What follows belongs to an exercise in optimizing a design on an open flow for small area and few clock cycles; a production flow would make more cautious choices.
In this exercise RTL edits were held to simulation tests only and were not proved equivalent to the original.
Power figures rest on the tool's default switching activity, not on a simulated workload.

==> flow/design.v <==
`timescale 1ns/1ns
package sender_pkg;
    localparam logic [7:0] ESC_BYTE   = 8'h10;
    localparam logic [7:0] START_CHAR = 8'h21;
    localparam logic [7:0] CR_CHAR    = 8'h0D;
    localparam logic [7:0] LF_CHAR    = 8'h0A;
endpackage
`timescale 1ns/1ns
`timescale 1ns/1ns
`timescale 1ns/1ns
`timescale 1ns/1ns
`timescale 1ns/1ns
`timescale 1ns/1ns
`timescale 1ns/1ns
module data_sender_top (
    input  logic         clk,
    input  logic         rst,
    input  logic [3:0]   msg_length,
    input  logic [119:0] msg_payload,
    input  logic         msg_ready,
    input  logic         cmd_valid,
    input  logic [7:0]   cmd_char,
    input  logic [31:0]  status_word,
    input  logic [2:0]   status_flags,
    output logic         txd,
    output logic         ready
);
    localparam logic [3:0] S_IDLE = 4'd0,
                           S_BANG = 4'd1,    
                           S_LEN  = 4'd2,    
                           S_PAY  = 4'd3,    
                           S_CR   = 4'd4,
                           S_LF   = 4'd5,
                           S_ESC  = 4'd6,    
                           S_CHR  = 4'd7,    
                           S_SW   = 4'd8,    
                           S_FLG  = 4'd9;    
    logic [7:0] ring [15];
    logic [3:0] len;
    logic [3:0] ph;         
    logic [3:0] idx;        
    logic [3:0] seq;
    logic       dup;        
    logic       buf_full;   
    logic       cmd_pend;   
    logic       c4, c2;     
    logic       p4, p2;     
    logic       busy;
    logic [3:0] cnt;        
    logic [3:0] bitc;       
    logic       nb;         
    logic       esc;        
    logic       txd_q;
    logic       cmd_go, load, owed, last_tick, frame_end, start, adv, valid, stuffable;
    logic [7:0] cur, hexc, cmdc;
    assign ready  = !buf_full && !cmd_pend;
    assign txd    = txd_q;
    assign load   = msg_ready && ready;
    assign cmd_go = cmd_valid &&
                    (cmd_char == 8'h43 || cmd_char == 8'h52 || cmd_char == 8'h57);
    assign owed      = (seq != S_IDLE) || buf_full || cmd_pend;
    assign last_tick = (cnt == 4'd15);
    assign frame_end = busy && last_tick && (bitc == 4'd10);
    assign start     = (!busy || frame_end) && owed;
    assign adv       = busy && last_tick && (bitc == 4'd8);
    assign hexc = (len < 4'd10) ? {4'h3, len} : 8'h37 + {4'h0, len};
    assign cmdc = {3'b010, c4, 1'b0, c2, 1'b1, !c4 || c2};
    always_comb begin
        cur       = 8'h00;
        valid     = 1'b1;
        stuffable = 1'b0;
        case (seq)
            S_BANG: cur = 8'h21;
            S_LEN:  cur = hexc;
            S_PAY: begin
                cur       = ring[0];
                valid     = (ph == idx);
                stuffable = 1'b1;
            end
            S_CR:   cur = 8'h0D;
            S_LF:   cur = 8'h0A;
            S_ESC:  cur = 8'h10;
            S_CHR:  cur = cmdc;
            S_SW: begin
                case (idx[1:0])
                    2'd0:    cur = status_word[31:24];
                    2'd1:    cur = status_word[23:16];
                    2'd2:    cur = status_word[15:8];
                    default: cur = status_word[7:0];
                endcase
                stuffable = 1'b1;
            end
            S_FLG:  cur = {5'b00000, status_flags};
            default: ;
        endcase
    end
    always_ff @(posedge clk) begin
        if (load) begin
            for (int k = 0; k < 15; k++) ring[k] <= msg_payload[119 - 8*k -: 8];
            len <= msg_length;
        end else begin
            for (int k = 0; k < 14; k++) ring[k] <= ring[k+1];
            ring[14] <= ring[0];
        end
    end
    always_ff @(posedge clk) begin
        if (load || ph == 4'd14) ph <= 4'd0;
        else                     ph <= ph + 4'd1;
    end
    always_ff @(posedge clk) begin
        if (valid) begin
            nb  <= cur[bitc[2:0]];
            esc <= stuffable && (cur == 8'h10);
        end
    end
    always_ff @(posedge clk) begin
        if (rst) begin
            busy  <= 1'b0;
            txd_q <= 1'b1;
            cnt   <= 4'd0;
            bitc  <= 4'd0;
        end else if (start) begin
            busy  <= 1'b1;
            txd_q <= 1'b0;
            cnt   <= 4'd0;
            bitc  <= 4'd0;
        end else if (frame_end) begin
            busy  <= 1'b0;
        end else if (busy) begin
            cnt <= cnt + 4'd1;
            if (last_tick) begin
                bitc  <= bitc + 4'd1;
                txd_q <= bitc[3] ? 1'b1 : nb;
            end
        end
    end
    always_ff @(posedge clk) begin
        if (rst) begin
            seq      <= S_IDLE;
            idx      <= 4'd0;
            dup      <= 1'b0;
            buf_full <= 1'b0;
            cmd_pend <= 1'b0;
            c4       <= 1'b0;
            c2       <= 1'b0;
            p4       <= 1'b0;
            p2       <= 1'b0;
        end else begin
            if (load) buf_full <= 1'b1;
            if (cmd_go) begin
                cmd_pend <= 1'b1;
                p4       <= cmd_char[4];
                p2       <= cmd_char[2];
            end
            if (start) begin
                if (cmd_pend) begin
                    seq      <= S_ESC;
                    c4       <= p4;
                    c2       <= p2;
                    dup      <= 1'b0;
                    buf_full <= 1'b0;
                    cmd_pend <= 1'b0;
                end else if (seq == S_IDLE) begin
                    seq <= S_BANG;
                end
            end else if (adv) begin
                if (esc && !dup) begin
                    dup <= 1'b1;
                end else begin
                    dup <= 1'b0;
                    case (seq)
                        S_BANG: seq <= S_LEN;
                        S_LEN: begin
                            idx <= 4'd0;
                            if (len == 4'd0) begin
                                seq      <= S_CR;
                                buf_full <= 1'b0;
                            end else begin
                                seq <= S_PAY;
                            end
                        end
                        S_PAY: begin
                            idx <= idx + 4'd1;
                            if (idx + 4'd1 == len) begin
                                seq      <= S_CR;
                                buf_full <= 1'b0;
                            end
                        end
                        S_CR:  seq <= S_LF;
                        S_LF:  seq <= S_IDLE;
                        S_ESC: seq <= S_CHR;
                        S_CHR: begin
                            idx <= 4'd0;
                            seq <= (c4 && !c2) ? S_SW : S_IDLE;
                        end
                        S_SW: begin
                            idx <= idx + 4'd1;
                            if (idx[1:0] == 2'd3) seq <= S_FLG;
                        end
                        S_FLG: seq <= S_CR;
                        default: seq <= S_IDLE;
                    endcase
                end
            end
        end
    end
endmodule
==> flow/run.sh <==
#!/bin/bash
# synth_recipe.tcl (not shown) runs the flow's synth.tcl, then flattens the netlist and writes it again
# the make line also repeats each setting of config.mk as NAME=value (left out here)
make -C /OpenROAD-flow-scripts/flow DESIGN_CONFIG=/design/flow/config.mk WORK_HOME=/design/flow/orfs CLKGATE_MAP_FILE= SYNTH_SCRIPT=/design/flow/synth_recipe.tcl finish
==> flow/config.mk <==
export PLATFORM = sky130hd
export DESIGN_NAME = data_sender_top
export DESIGN_NICKNAME = data_sender_top
export VERILOG_FILES = /design/flow/design.v
export SDC_FILE = /design/flow/constraint.sdc
export NUM_CORES = 4
export LEC_CHECK = 0
export CAP_MARGIN = 20
export CORE_MARGIN = 2
export CORE_UTILIZATION = 40
export SLEW_MARGIN = 20
==> flow/constraint.sdc <==
create_clock -name core_clock -period 10.0 [get_ports {clk}]
set_input_delay 2.0000 -clock core_clock [delete_from_list [all_inputs] [get_ports {clk}]]
set_output_delay 2.0000 -clock core_clock [all_outputs]
set_load 0.01 [all_outputs]
==> flow_summary.ini <==
[status]
status = finished clean

[critical_path]
crit_type = in -> reg
critPathBufInv = 2
crit_fanout = 71
end_kind = flip-flop
crit_chain = clkdlybuf4s50_1 -> and2_4 -> buf_4 -> mux2_2
crit_family = buffers and inverters
critPathMaxStageDelay_ps = 810
startpoint_type = input port
slowest_stage = buf_4
arrival_ps = 4450
cp_data_required_time_ps = 10300

[clocking]
cts_buffer_depth = 2
clk_pin_slew_ps = 60
post_cts_resized = 0
hold_buffers = 0
htreeDepth = 4
numCtsBuffers = 17
clock_latency_ps = 410
cts_root_buf = clkbuf_16
clkSinkCount = 155
cts_setup_buffers = 0
cts_tree = yes

[synthesis]
synth_nets = 767
syn_area_per_cell_um2 = 11.1
synthArstFlopShare_pct = 0
ys_types = 60
synthCells = 585
yosysWarningCount = 2
netlist_area_um2 = 6480
synth_seq_cells = 155
synth_edf_count = 6
ys.flop_type = dfxtp_1
synth-seq-area-share_pct = 48.8

[grt]
grt_pass1_wl_um = 26000
grt_pass1_vias = 5016
grt_max_degree = 72
grt_use_total_pct = 19.1
antenna_found_initial = 1
grt.overflow.total = 0

[sta]
rsz0062_at_grt = false
fin_crit_sh_pct = 41.5
max_freq_mhz = 241
fin_hold_ws_ps = 455
tightest_slew_ps = 874
drv_slew = 0
setup_viol = 0
hold_viol_final = 0
maxSlewHeadroom_pct = 41.8
skew_ps = 9.06
setup_tns_ps = 0
min_period_ps = 4150

[power_and_ir_drop]
seq_power_share_pct = 45.5
p_leak_nw = 3.43
p_comb_share_pct = 16.3
internal-power_mw = 1.29
p_switching_mw = 0.412
power.density_nw_per_um2 = 190
pwr-share-clk_pct = 38.2
peakVddDrop_mv = 0.120
p_sw_share_pct = 24.3

[detailed_routing]
num_vias = 4832
drt-total-wl_um = 16300
wl_per_cell_um = 16.7
ant_nets = 0
routed_via_density = 4.97
drc = 0
first_pass_iters = 4
drt_first_iter_violations = 309

[placement]
hpwl_um = 12000
place_area_um2 = 8340
port_buffers = 172
routabilityCongestion = 0.867

[floorplanning]
pin_count = 173
die_h_um = 131
fp.dieW_um = 131
dieArea_um2 = 17200
rows = 46
initial_core_util_pct = 40.8
core_area_um2 = 15900

[finish]
syn_to_final_growth_pct = 38.0
num-nets-final = 926
drive_above_1_share_pct = 22.0
antennaDiodeCount = 0
final_area_um2 = 8950

[min_path]
holdCritPathClass = reg -> reg

[run]
drv_cap = 0
## synth_stat cells (all sizes together) (2+ instances only)
cell     instances  share of area, %
a211oi           4              0.46
a21o             5              0.58
a21oi           28               2.2
a221o            7               1.1
a221oi           4              0.81
a22oi            9               1.0
a31o             3              0.41
a31oi            2              0.19
a32oi            3              0.41
a41oi            2              0.27
and2             4              0.39
and3             2              0.19
and4b            2              0.31
buf             11               1.0
clkbuf          24               1.4
dfxtp          149                46
edfxtp           6               2.8
ha              11               2.1
inv             22               1.3
mux2           121                21
mux2i            5              0.77
nand2           23               1.3
nand2b          11               1.1
nand3           12              0.93
nand3b           3              0.35
nand4            4              0.39
nor2            26               1.5
nor2b           10              0.97
nor3             4              0.31
nor4b            3              0.41
nor4bb           2              0.31
o2111ai          4              0.54
o21ai           13               1.0
o31ai            3              0.42
o41ai            2              0.27
or3              3              0.29
or3b             2              0.27
or4              2              0.23
or4b             2              0.37
xnor2           10               1.4
xor2             8               1.1
## worst paths after layout
check	from	to	slack [ps]	cells past startpoint
max	msg_ready	ring[11][1]	5850	4
min	ring[4][4]	ring[3][4]	460	1
max reg2reg	idx[0]	seq[1]	6910	6
min reg2reg	ring[4][4]	ring[3][4]	460	1
## cells in the final DEF (no fill, tap or decap), types with 12 or more instances in the layout
| cell type | n |
|---|---|
| clkdlybuf4s50_1 | 172 |
| dfxtp_1 | 149 |
| mux2_2 | 121 |
| a21oi_1 | 28 |
| nor2_1 | 26 |
| nand2_1 | 23 |
| inv_1 | 22 |
| clkbuf_16 | 17 |
| o21ai_0 | 13 |
| nand3_1 | 12 |
## metrics by stage
| step | instances | power, mW | worst slack (ps) | utilization, % |
|---|---|---|---|---|
| after floorplan | 585 | 0.944 | 6640 | - |
| after global placement | 941 | 1.06 | 5500 | 52.5 |
| after detailed placement | 941 | 1.06 | 5460 | 52.5 |
| after CTS | 972 | 1.72 | 5890 | 56.3 |
| after global routing | 972 | 1.78 | 5750 | 56.3 |
| final | 972 | 1.70 | 5850 | 56.3 |
## cells by family after synthesis
logic type,share of synthesized area (%)
flip-flops,48.8
multiplexers,21.8
AND/OR/NAND/NOR,9.92
AO/OA/AOI/OAI,11.3
buffers and inverters,3.67
XOR/XNOR,2.43
adder cells (fa/ha/maj),2.12
## layer usage
layer | wire length [um] | global-route usage (%) | vias up
met5 | 0 | 0 | -
met4 | 126 | 4.53 | 0
met3 | 1390 | 8.29 | 10
met2 | 8290 | 33.6 | 130
met1 | 6460 | 21.4 | 2271
li1 | - | - | 2421
## power by group through the flow
stage	logic [mW]	clock network, mW	registers [mW]
2_1_floorplan	0.188	0	0.755
3_3_place_gp	0.269	0	0.786
6_report	0.277	0.649	0.773
3_5_place_dp	0.277	0	0.785
4_1_cts	0.279	0.663	0.774
5_1_grt	0.303	0.696	0.784
## registers in the layout, summed over array words and instances (netlist names), 4 cells and up
register,count
bitc,4
cnt,4
idx,4
len,4
ph,4
ring,120
seq,4
## cell type report
| class | instances | area [um^2] |
|---|---|---|
| well taps | 216 | 270 |
| repair buffers | 175 | 1740 |
| clock buffers | 21 | 470 |
| fillers | 1380 | 6940 |
| clock inverters | 10 | 126 |
| multi-input cells | 373 | 3090 |
| inverters | 22 | 82.6 |
| flip-flops and latches | 155 | 3160 |
## worst reg2reg max path, delay by kind of cell, from the launching register on
family	cells	cell delay [ps]
AO/OA/AOI/OAI	2	1070
adder cells (fa/ha/maj)	1	710
flip-flops	1	480
multiplexers	1	380
XOR/XNOR	2	330
Testbench counts, summed over its fixed seeds: cycles 819,920.

## afterwards: timing with drivers on the ports
Ports are ideal in the flow. The routed layout listed here was re-timed in OpenROAD.
Step 1 assumes that a clkbuf_16 drives the clock port and a buf_2 every other input.
Step 2 moves the port delays by t, midway between the first and last clock arrival at a register: inputs arrive t later, outputs are due t later. That takes back most of the time a late clock gives input paths.
Slacks: ideal / step 1 / step 2; pairs: ideal / step 1.
shift t [ns]: 0.447
slack for setup (ns): 5.849 / 5.860 / 5.414
worst setup path at the end: input to register
After both steps this run still meets setup and hold. For this run, drivers alone change the setup slack by +0.011 ns; drivers and shift together by -0.435 ns.
